This design comes from an exercise in tuning for small area, a short achievable clock period and few clock cycles per item on the open sky130 flow, not from production work. Only simulation tests tie the RTL to the original design; equivalence was not proved. Power is estimated from default activity; no workload was simulated.

File: flow/config.mk
export PLATFORM = sky130hd
export DESIGN_NAME = sample_scope_position_stepper
export DESIGN_NICKNAME = sample_scope_position_stepper
export VERILOG_FILES = /design/flow/design.v
export SDC_FILE = /design/flow/constraint.sdc
export NUM_CORES = 4
export LEC_CHECK = 0
export CAP_MARGIN = 20
export CORE_MARGIN = 2
export CORE_UTILIZATION = 40
export SLEW_MARGIN = 20
File: flow/constraint.sdc
create_clock -name core_clock -period 7.0 [get_ports {clk_i}]
set_input_delay 1.4000 -clock core_clock [delete_from_list [all_inputs] [get_ports {clk_i}]]
set_output_delay 1.4000 -clock core_clock [all_outputs]
set_load 0.01 [all_outputs]
File: flow/design.v
`default_nettype none
package ssps_pkg;
  localparam int ADDR_BITS = 24;
  localparam int FRAC_BITS = 16;
  localparam int POS_W   = ADDR_BITS + 1;
  localparam int DELTA_W = 32;
  localparam int ACC_W   = DELTA_W + 1;
  localparam int STEPS_W = ACC_W - FRAC_BITS;
  localparam int MAX_W   = (POS_W > STEPS_W) ? POS_W : STEPS_W;
  localparam int P_W     = MAX_W + 2;
  localparam int DVD_W   = MAX_W + 1;
  localparam int CNT_W   = $clog2(DVD_W);
  localparam int SMP_W   = 16;
  localparam int VOL_W   = 9;
  localparam int PROD_W  = SMP_W + VOL_W + 1;
  localparam int VAL_W   = 8;
  localparam int ROW_W   = 12;
  localparam int BASE_W  = 10;
  localparam int CFG_W   = 32;
  localparam int IDX_W   = 3;
  localparam int IN_BITS  = ADDR_BITS + 2 + SMP_W;
  localparam int IN_W     = ((IN_BITS + 7) / 8) * 8;
  localparam int OUT_BITS = VAL_W + ROW_W + ADDR_BITS + 2;
  localparam int OUT_W    = ((OUT_BITS + 7) / 8) * 8;
  typedef enum logic [IDX_W-1:0] {
    CFG_LOOP_MODE    = 3'd0,
    CFG_WIDE_SAMPLES = 3'd1,
    CFG_VOLUME       = 3'd2,
    CFG_SAMPLE_END   = 3'd3,
    CFG_LOOP_BEGIN   = 3'd4,
    CFG_LOOP_SPAN    = 3'd5,
    CFG_STEP_DELTA   = 3'd6,
    CFG_BASELINE_ROW = 3'd7
  } cfg_idx_e;
  typedef enum logic [1:0] {
    LOOP_NONE     = 2'd0,
    LOOP_FWD      = 2'd1,
    LOOP_PINGPONG = 2'd2
  } loop_mode_e;
  localparam logic OP_START  = 1'b0;
  localparam logic OP_COLUMN = 1'b1;
  typedef enum logic [5:0] {
    ST_IDLE  = 6'b000001,
    ST_STEP  = 6'b000010,
    ST_WRAP  = 6'b000100,
    ST_DIV   = 6'b001000,
    ST_APPLY = 6'b010000,
    ST_FIN   = 6'b100000
  } state_e;
endpackage
`default_nettype wire
`default_nettype none
import ssps_pkg::*;
module sample_scope_position_stepper (
  input  wire logic                        clk_i,
  input  wire logic                        rst_ni,
  input  wire logic                        cfg_valid_i,
  output logic                             cfg_ready_o,
  input  wire logic [ssps_pkg::IDX_W-1:0]  cfg_index_i,
  input  wire logic [ssps_pkg::CFG_W-1:0]  cfg_data_i,
  input  wire logic                        s_axis_tvalid_i,
  output logic                             s_axis_tready_o,
  input  wire logic [ssps_pkg::IN_W-1:0]   s_axis_tdata_i,
  input  wire logic                        s_axis_tuser_i,
  output logic                             m_axis_tvalid_o,
  input  wire logic                        m_axis_tready_i,
  output logic [ssps_pkg::OUT_W-1:0]       m_axis_tdata_o
);
  logic [1:0]           mode_q;
  logic                 wide_q;
  logic [VOL_W-1:0]     vol_q;
  logic [POS_W-1:0]     end_q;
  logic [ADDR_BITS-1:0] beg_q;
  logic [POS_W-1:0]     span_q;
  logic [DELTA_W-1:0]   delta_q;
  logic [BASE_W-1:0]    base_row_q;
  logic [POS_W-1:0]     pos_q, pos_d;
  logic [FRAC_BITS-1:0] frac_q, frac_d;
  logic                 back_q, back_d;
  logic                 act_q, act_d;
  ssps_pkg::state_e     state_q;
  ssps_pkg::state_e     state_d;
  logic                 out_valid_q, out_valid_d;
  logic [OUT_W-1:0]     out_q, out_d;
  logic signed [VAL_W-1:0] val_q, val_d;
  logic signed [P_W-1:0]   p_q, p_d;
  logic signed [P_W-1:0]   wbase_q, wbase_d;
  logic                 sub_q, sub_d;
  logic [POS_W-1:0]     rem_q, rem_d;
  logic [DVD_W-1:0]     dvd_q, dvd_d;
  logic [CNT_W-1:0]     cnt_q, cnt_d;
  logic [ADDR_BITS-1:0]    in_pos;
  logic                    in_back;
  logic                    in_act;
  logic signed [SMP_W-1:0] in_smp;
  assign in_pos  = s_axis_tdata_i[ADDR_BITS-1:0];
  assign in_back = s_axis_tdata_i[ADDR_BITS];
  assign in_act  = s_axis_tdata_i[ADDR_BITS+1];
  assign in_smp  = s_axis_tdata_i[ADDR_BITS+2 +: SMP_W];
  logic in_acc;
  logic commit;
  assign cfg_ready_o     = 1'b1;
  assign s_axis_tready_o = (state_q == ST_IDLE);
  assign in_acc          = s_axis_tvalid_i && s_axis_tready_o;
  assign commit          = (state_q == ST_FIN) && (!out_valid_q || m_axis_tready_i);
  assign m_axis_tvalid_o = out_valid_q;
  assign m_axis_tdata_o  = out_q;
  logic signed [PROD_W-1:0] prod;
  logic signed [VAL_W-1:0]  scaled;
  assign prod   = in_smp * $signed({1'b0, vol_q});
  assign scaled = wide_q ? prod[23:16] : prod[15:8];
  logic [ACC_W-1:0]   acc;
  logic [STEPS_W-1:0] steps;
  assign acc   = ACC_W'(frac_q) + ACC_W'(delta_q);
  assign steps = acc[ACC_W-1:FRAC_BITS];
  logic signed [P_W-1:0] end_s, beg_s;
  logic                  span_ok, ge_end, lt_beg;
  assign end_s   = $signed(P_W'(end_q));
  assign beg_s   = $signed(P_W'(beg_q));
  assign span_ok = span_q >= POS_W'(2);
  assign ge_end  = p_q >= end_s;
  assign lt_beg  = p_q < beg_s;
  logic [POS_W:0] trial;
  logic           fits;
  assign trial = {rem_q, dvd_q[DVD_W-1]};
  assign fits  = trial >= {1'b0, span_q};
  logic [POS_W-1:0]     clamped;
  logic [ADDR_BITS-1:0] fetch;
  logic signed [ROW_W-1:0] row;
  always_comb begin
    if (p_q[P_W-1]) begin
      clamped = '0;
    end else if (|p_q[P_W-2:POS_W]) begin
      clamped = '1;
    end else begin
      clamped = p_q[POS_W-1:0];
    end
    fetch = clamped[ADDR_BITS] ? '1 : clamped[ADDR_BITS-1:0];
    row   = $signed(ROW_W'(base_row_q)) - ROW_W'(val_q);
  end
  always_comb begin
    state_d     = state_q;
    pos_d       = pos_q;
    frac_d      = frac_q;
    back_d      = back_q;
    act_d       = act_q;
    val_d       = val_q;
    p_d         = p_q;
    wbase_d     = wbase_q;
    sub_d       = sub_q;
    rem_d       = rem_q;
    dvd_d       = dvd_q;
    cnt_d       = cnt_q;
    out_d       = out_q;
    out_valid_d = out_valid_q && !m_axis_tready_i;
    case (state_q)
      ST_IDLE: begin
        if (in_acc) begin
          if (s_axis_tuser_i == OP_START) begin
            p_d     = $signed(P_W'(in_pos));
            frac_d  = '0;
            back_d  = in_back;
            act_d   = in_act;
            val_d   = '0;
            state_d = ST_FIN;
          end else begin
            val_d   = act_q ? scaled : '0;
            state_d = ST_STEP;
          end
        end
      end
      ST_STEP: begin
        frac_d = acc[FRAC_BITS-1:0];
        if (mode_q != LOOP_NONE && mode_q != LOOP_FWD && back_q) begin
          p_d = $signed(P_W'(pos_q)) - $signed(P_W'(steps));
        end else begin
          p_d = $signed(P_W'(pos_q)) + $signed(P_W'(steps));
        end
        state_d = ST_WRAP;
      end
      ST_WRAP: begin
        state_d = ST_FIN;
        rem_d   = '0;
        cnt_d   = CNT_W'(DVD_W - 1);
        case (mode_q)
          LOOP_NONE: begin
            if (ge_end) act_d = 1'b0;
          end
          LOOP_FWD: begin
            if (ge_end) begin
              if (span_ok) begin
                dvd_d   = DVD_W'(p_q - end_s);
                wbase_d = beg_s;
                sub_d   = 1'b0;
                state_d = ST_DIV;
              end else begin
                p_d = beg_s;
              end
            end
          end
          default: begin
            if (back_q && lt_beg) begin
              back_d = 1'b0;
              if (span_ok) begin
                dvd_d   = DVD_W'(beg_s - p_q - P_W'(1));
                wbase_d = beg_s;
                sub_d   = 1'b0;
                state_d = ST_DIV;
              end else begin
                p_d = beg_s;
              end
            end else if (ge_end) begin
              back_d = 1'b1;
              if (span_ok) begin
                dvd_d   = DVD_W'(p_q - end_s);
                wbase_d = end_s - P_W'(1);
                sub_d   = 1'b1;
                state_d = ST_DIV;
              end else begin
                p_d = end_s - P_W'(1);
              end
            end
          end
        endcase
      end
      ST_DIV: begin
        rem_d = fits ? POS_W'(trial - {1'b0, span_q}) : trial[POS_W-1:0];
        dvd_d = {dvd_q[DVD_W-2:0], 1'b0};
        cnt_d = cnt_q - CNT_W'(1);
        if (cnt_q == '0) state_d = ST_APPLY;
      end
      ST_APPLY: begin
        p_d     = sub_q ? wbase_q - $signed(P_W'(rem_q)) : wbase_q + $signed(P_W'(rem_q));
        state_d = ST_FIN;
      end
      ST_FIN: begin
        if (commit) begin
          pos_d       = clamped;
          out_d       = OUT_W'({back_q, act_q, fetch, row, val_q});
          out_valid_d = 1'b1;
          state_d     = ST_IDLE;
        end
      end
      default: begin
        state_d = ST_IDLE;
      end
    endcase
  end
  always_ff @(posedge clk_i or negedge rst_ni) begin
    if (!rst_ni) begin
      state_q     <= ST_IDLE;
      out_valid_q <= 1'b0;
      pos_q       <= '0;
      frac_q      <= '0;
      back_q      <= 1'b0;
      act_q       <= 1'b0;
      mode_q      <= '0;
      wide_q      <= 1'b0;
      vol_q       <= '0;
      end_q       <= '0;
      beg_q       <= '0;
      span_q      <= '0;
      delta_q     <= '0;
      base_row_q  <= '0;
    end else begin
      state_q     <= state_d;
      out_valid_q <= out_valid_d;
      pos_q       <= pos_d;
      frac_q      <= frac_d;
      back_q      <= back_d;
      act_q       <= act_d;
      if (cfg_valid_i && cfg_ready_o) begin
        case (cfg_index_i)
          CFG_LOOP_MODE:    mode_q     <= cfg_data_i[1:0];
          CFG_WIDE_SAMPLES: wide_q     <= cfg_data_i[0];
          CFG_VOLUME:       vol_q      <= cfg_data_i[VOL_W-1:0];
          CFG_SAMPLE_END:   end_q      <= cfg_data_i[POS_W-1:0];
          CFG_LOOP_BEGIN:   beg_q      <= cfg_data_i[ADDR_BITS-1:0];
          CFG_LOOP_SPAN:    span_q     <= cfg_data_i[POS_W-1:0];
          CFG_STEP_DELTA:   delta_q    <= cfg_data_i[DELTA_W-1:0];
          CFG_BASELINE_ROW: base_row_q <= cfg_data_i[BASE_W-1:0];
          default: ;
        endcase
      end
    end
  end
  always_ff @(posedge clk_i) begin
    val_q   <= val_d;
    p_q     <= p_d;
    wbase_q <= wbase_d;
    sub_q   <= sub_d;
    rem_q   <= rem_d;
    dvd_q   <= dvd_d;
    cnt_q   <= cnt_d;
    out_q   <= out_d;
  end
endmodule
`default_nettype wire
File: flow/run.sh
#!/bin/bash
# synth_recipe.tcl (not shown) runs the flow's synth.tcl, then flattens the netlist and writes it again
# the make line also repeats each setting of config.mk as NAME=value (left out here)
make -C /OpenROAD-flow-scripts/flow DESIGN_CONFIG=/design/flow/config.mk WORK_HOME=/design/flow/orfs CLKGATE_MAP_FILE= SYNTH_SCRIPT=/design/flow/synth_recipe.tcl finish
==> flow_summary.toml <==
[sta]
hold_viol = 0
period_share = 0.946
finalSetupTns_ns = 0
finalClockSkew_ns = 0.0214
fmax_ghz = 0.151
rsz0062_at_grt = "no"
setup_violations = 0
final.min_clock_period_ns = 6.63
slew_violations = 0
slew_headroom = 0.260
finalWorstSetupSlack_ns = 0.375
worst_pin_slew_ns = 1.11

[power]
peakVddDrop_uv = 304
p_per_area_nw_per_um2 = 473
leakage_nw = 14.6

[clock_network]
clkTransAtPathRegs_ns = 0.06
cts_tree = "built"
root_buffer = "clkbuf_16"
postCtsSetupRepairBufs = 0
h-tree-depth = 2
clock-sinks = 343
numCtsBuffers = 44
clkLatencyLatePin_ns = 0.59
cts_max_path_buffers = 3
cts_hold_buf = 0
cts.repair.resized = 0

[placement]
port_buffers = 130
place_ws_ns = -0.269
place_congestion = 0.956
hpwl_um = 72200

[floorplanning]
die_area_um2 = 75900
ios = 140
core_area_um2 = 73000
dieWidth_um = 276
chipHeight_um = 276
placementRows = 99
start_util = 0.404

[finish]
synthToLayoutAreaGrowth_pct = 14.2
drive_gt1_frac = 0.0925
nets = 3808
final_cell_mix = "323 x nand2_1, 294 x inv_1, 240 x ha_1"
final_core_util = 0.462
layout_commonest_cell = "nand2_1"

[route]
avgRoutedWirePerCell_um = 21.4
routed_via_density = 5.57
drt-pass1-iter-count = 6
routed_wl_um = 93200
antenna_left = 0
first_iter_violations = 1911
drc = 0
vias = 24300

[global_route]
grt_usage = 0.246
antenna_found_initial = 15
grt-ovfl-total = 0
grt_start_max_net_pins = 67
grt_pass1_wl_um = 142000
grt_pass1_vias = 23600

[worst_setup_path]
cp_max_fo = 7
arrival_ns = 6.96
path_class = "primary input to flip-flop"
required_ns = 7.34
worstSetupEndpointType = "flip-flop"
critPathLaunchType = "primary input"

[synthesis]
yosys_warnings = 1
ys_ff_latch = 343
synth_cell_types = 86
synthArstFlopShare = 0.519
syn_area_um2 = 29500
synth_edf_count = 165
syn_inst = 3231
ys.flop_type = "dfrtp_1"
syn_avg_cell_area_um2 = 9.13
ys_seq_area_frac = 0.319

[hold_path]
hp-class = "flip-flop to flip-flop"

[run]
maxCapViolations = 0

[status]
status = "no timing/DRC/antenna violations"
[cell usage after synthesis, types with 45 or more instances]
cell | instances | area share
dfrtp_1 | 177 | 0.15
nand3_1 | 45 | 0.0076
nor3_1 | 56 | 0.0095
edfxtp_1 | 165 | 0.17
a21oi_1 | 217 | 0.037
and2_1 | 92 | 0.020
ha_1 | 240 | 0.10
xnor2_1 | 148 | 0.044
fa_1 | 122 | 0.083
o21ai_0 | 173 | 0.029
a21o_1 | 61 | 0.016
xor2_1 | 65 | 0.019
mux2_2 | 107 | 0.041
nand2_1 | 323 | 0.041
clkbuf_1 | 112 | 0.014
inv_1 | 295 | 0.038
nor2_1 | 234 | 0.030
[path summary, 6_finish.rpt]
path                                         start           endpoint  slack [ns]  depth (start not counted)
worst max-delay path            s_axis_tdata_i[31]           val_q[6]        0.37                         20
worst max register to register          delta_q[1]            p_q[14]        0.83                         22
min in group asynchronous                   rst_ni           pos_q[7]        0.79                          1
worst min-delay path                      val_q[4]  m_axis_tdata_o[4]        0.48                          0
worst min register to register            val_q[4]  m_axis_tdata_o[4]        0.48                          0
max in group asynchronous                   rst_ni         span_q[12]        4.89                          2
[cell families after synthesis]
logic type / count (synthesis) / share of synthesized area
AOI/OAI and AO/OA: 785 / 0.169
xor gates and xnor gates: 213 / 0.0633
adders and majority gates: 362 / 0.185
buffers and inverters: 425 / 0.0550
DFF: 343 / 0.319
muxes: 126 / 0.0473
other: 2 / 0.000255
and+or+nand+nor: 975 / 0.161
[area by class of cell]
cell class / instances / area (um^2)
tap: 959 / 1200
inverter: 295 / 1110
clock buffer: 59 / 1290
multi-input combinational: 2464 / 18500
timing repair buffer: 209 / 1910
antenna: 2 / 5.00
clock inverter: 23 / 243
fill: 7067 / 39300
sequential: 343 / 9410
[where the power goes]
part           switching, W  internal, W  total [W]
Sequential         0.000583      0.00274    0.00332
Combinational       0.00571      0.00448     0.0102
Clock              0.000986      0.00142    0.00241
[flip-flops by register name (all words and copies together) (netlist names), 9 cells and up]
signal and cells:
rem_q 25, frac_q 16, p_q 27, end_q 25
dvd_q 26, span_q 25, vol_q 9, wbase_q 27
delta_q 32, pos_q 25, beg_q 24, base_row_q 10
m_axis_tdata_o 46
[layer usage]
layer  GRT usage  part of all wire
met1       0.330              0.43
met2       0.406              0.47
met3      0.0370             0.068
met4      0.0826             0.035
met5           0           0.00074
[stage by stage]
stage | hold slack [ns] | power (W) | cells | area, um^2
2_1_floorplan | 0.426 | 0.0104 | 3232 | 29500
3_5_place_dp | 0.473 | 0.0135 | 4270 | 32100
6_report | 0.479 | 0.0159 | 4354 | 33700
3_3_place_gp | 0.470 | 0.0134 | 4269 | 32100
4_1_cts | 0.487 | 0.0160 | 4352 | 33700
5_1_grt | 0.503 | 0.0174 | 4352 | 33700
[worst max-delay path: stages]
cell and delay [ns]:
clkdlybuf4s50_1 0.64, buf_4 0.18, nand2_1 0.06, fa_1 0.52, inv_1 0.05, fa_1 0.48, ha_1 0.34, fa_1 0.52
fa_1 0.50, ha_1 0.32, a21o_1 0.18, a21o_1 0.19, a22o_1 0.26, a32oi_1 0.28, o21ai_1 0.14, a21oi_1 0.21
o21bai_1 0.12, a21oi_1 0.22, nor4b_1 0.08, a211o_1 0.27
Testbench counts, summed over its fixed seeds: cycles 33,160, items 3,802.

## what the ideal ports hide
No port has a modelled driver above. Below, the same layout with a new extraction and two added sets of constraints.
Step 1: set_driving_cell puts a clkbuf_16 on clk_i and a buf_2 on each other input, an assumption about the parent block.
Step 2 adds t to the input delays and takes it off the output delays; t is the mean of the earliest and latest rising clock arrival at the registers after step 1. Input paths then give back, and output paths get back, about the clock's delay inside the block.
a / b / c = ideal / step 1 / step 2; a / b = the first two.
t, ns: 0.637
setup WS [ns]: 0.375 / 0.411 / -0.226
hold slack, ns: 0.479 / 0.479 / 0.479
With both steps, setup timing fails in this run, where it was met with ideal ports. The setup slack of this run moves by +0.036 ns with the drivers and by -0.601 ns with both steps.
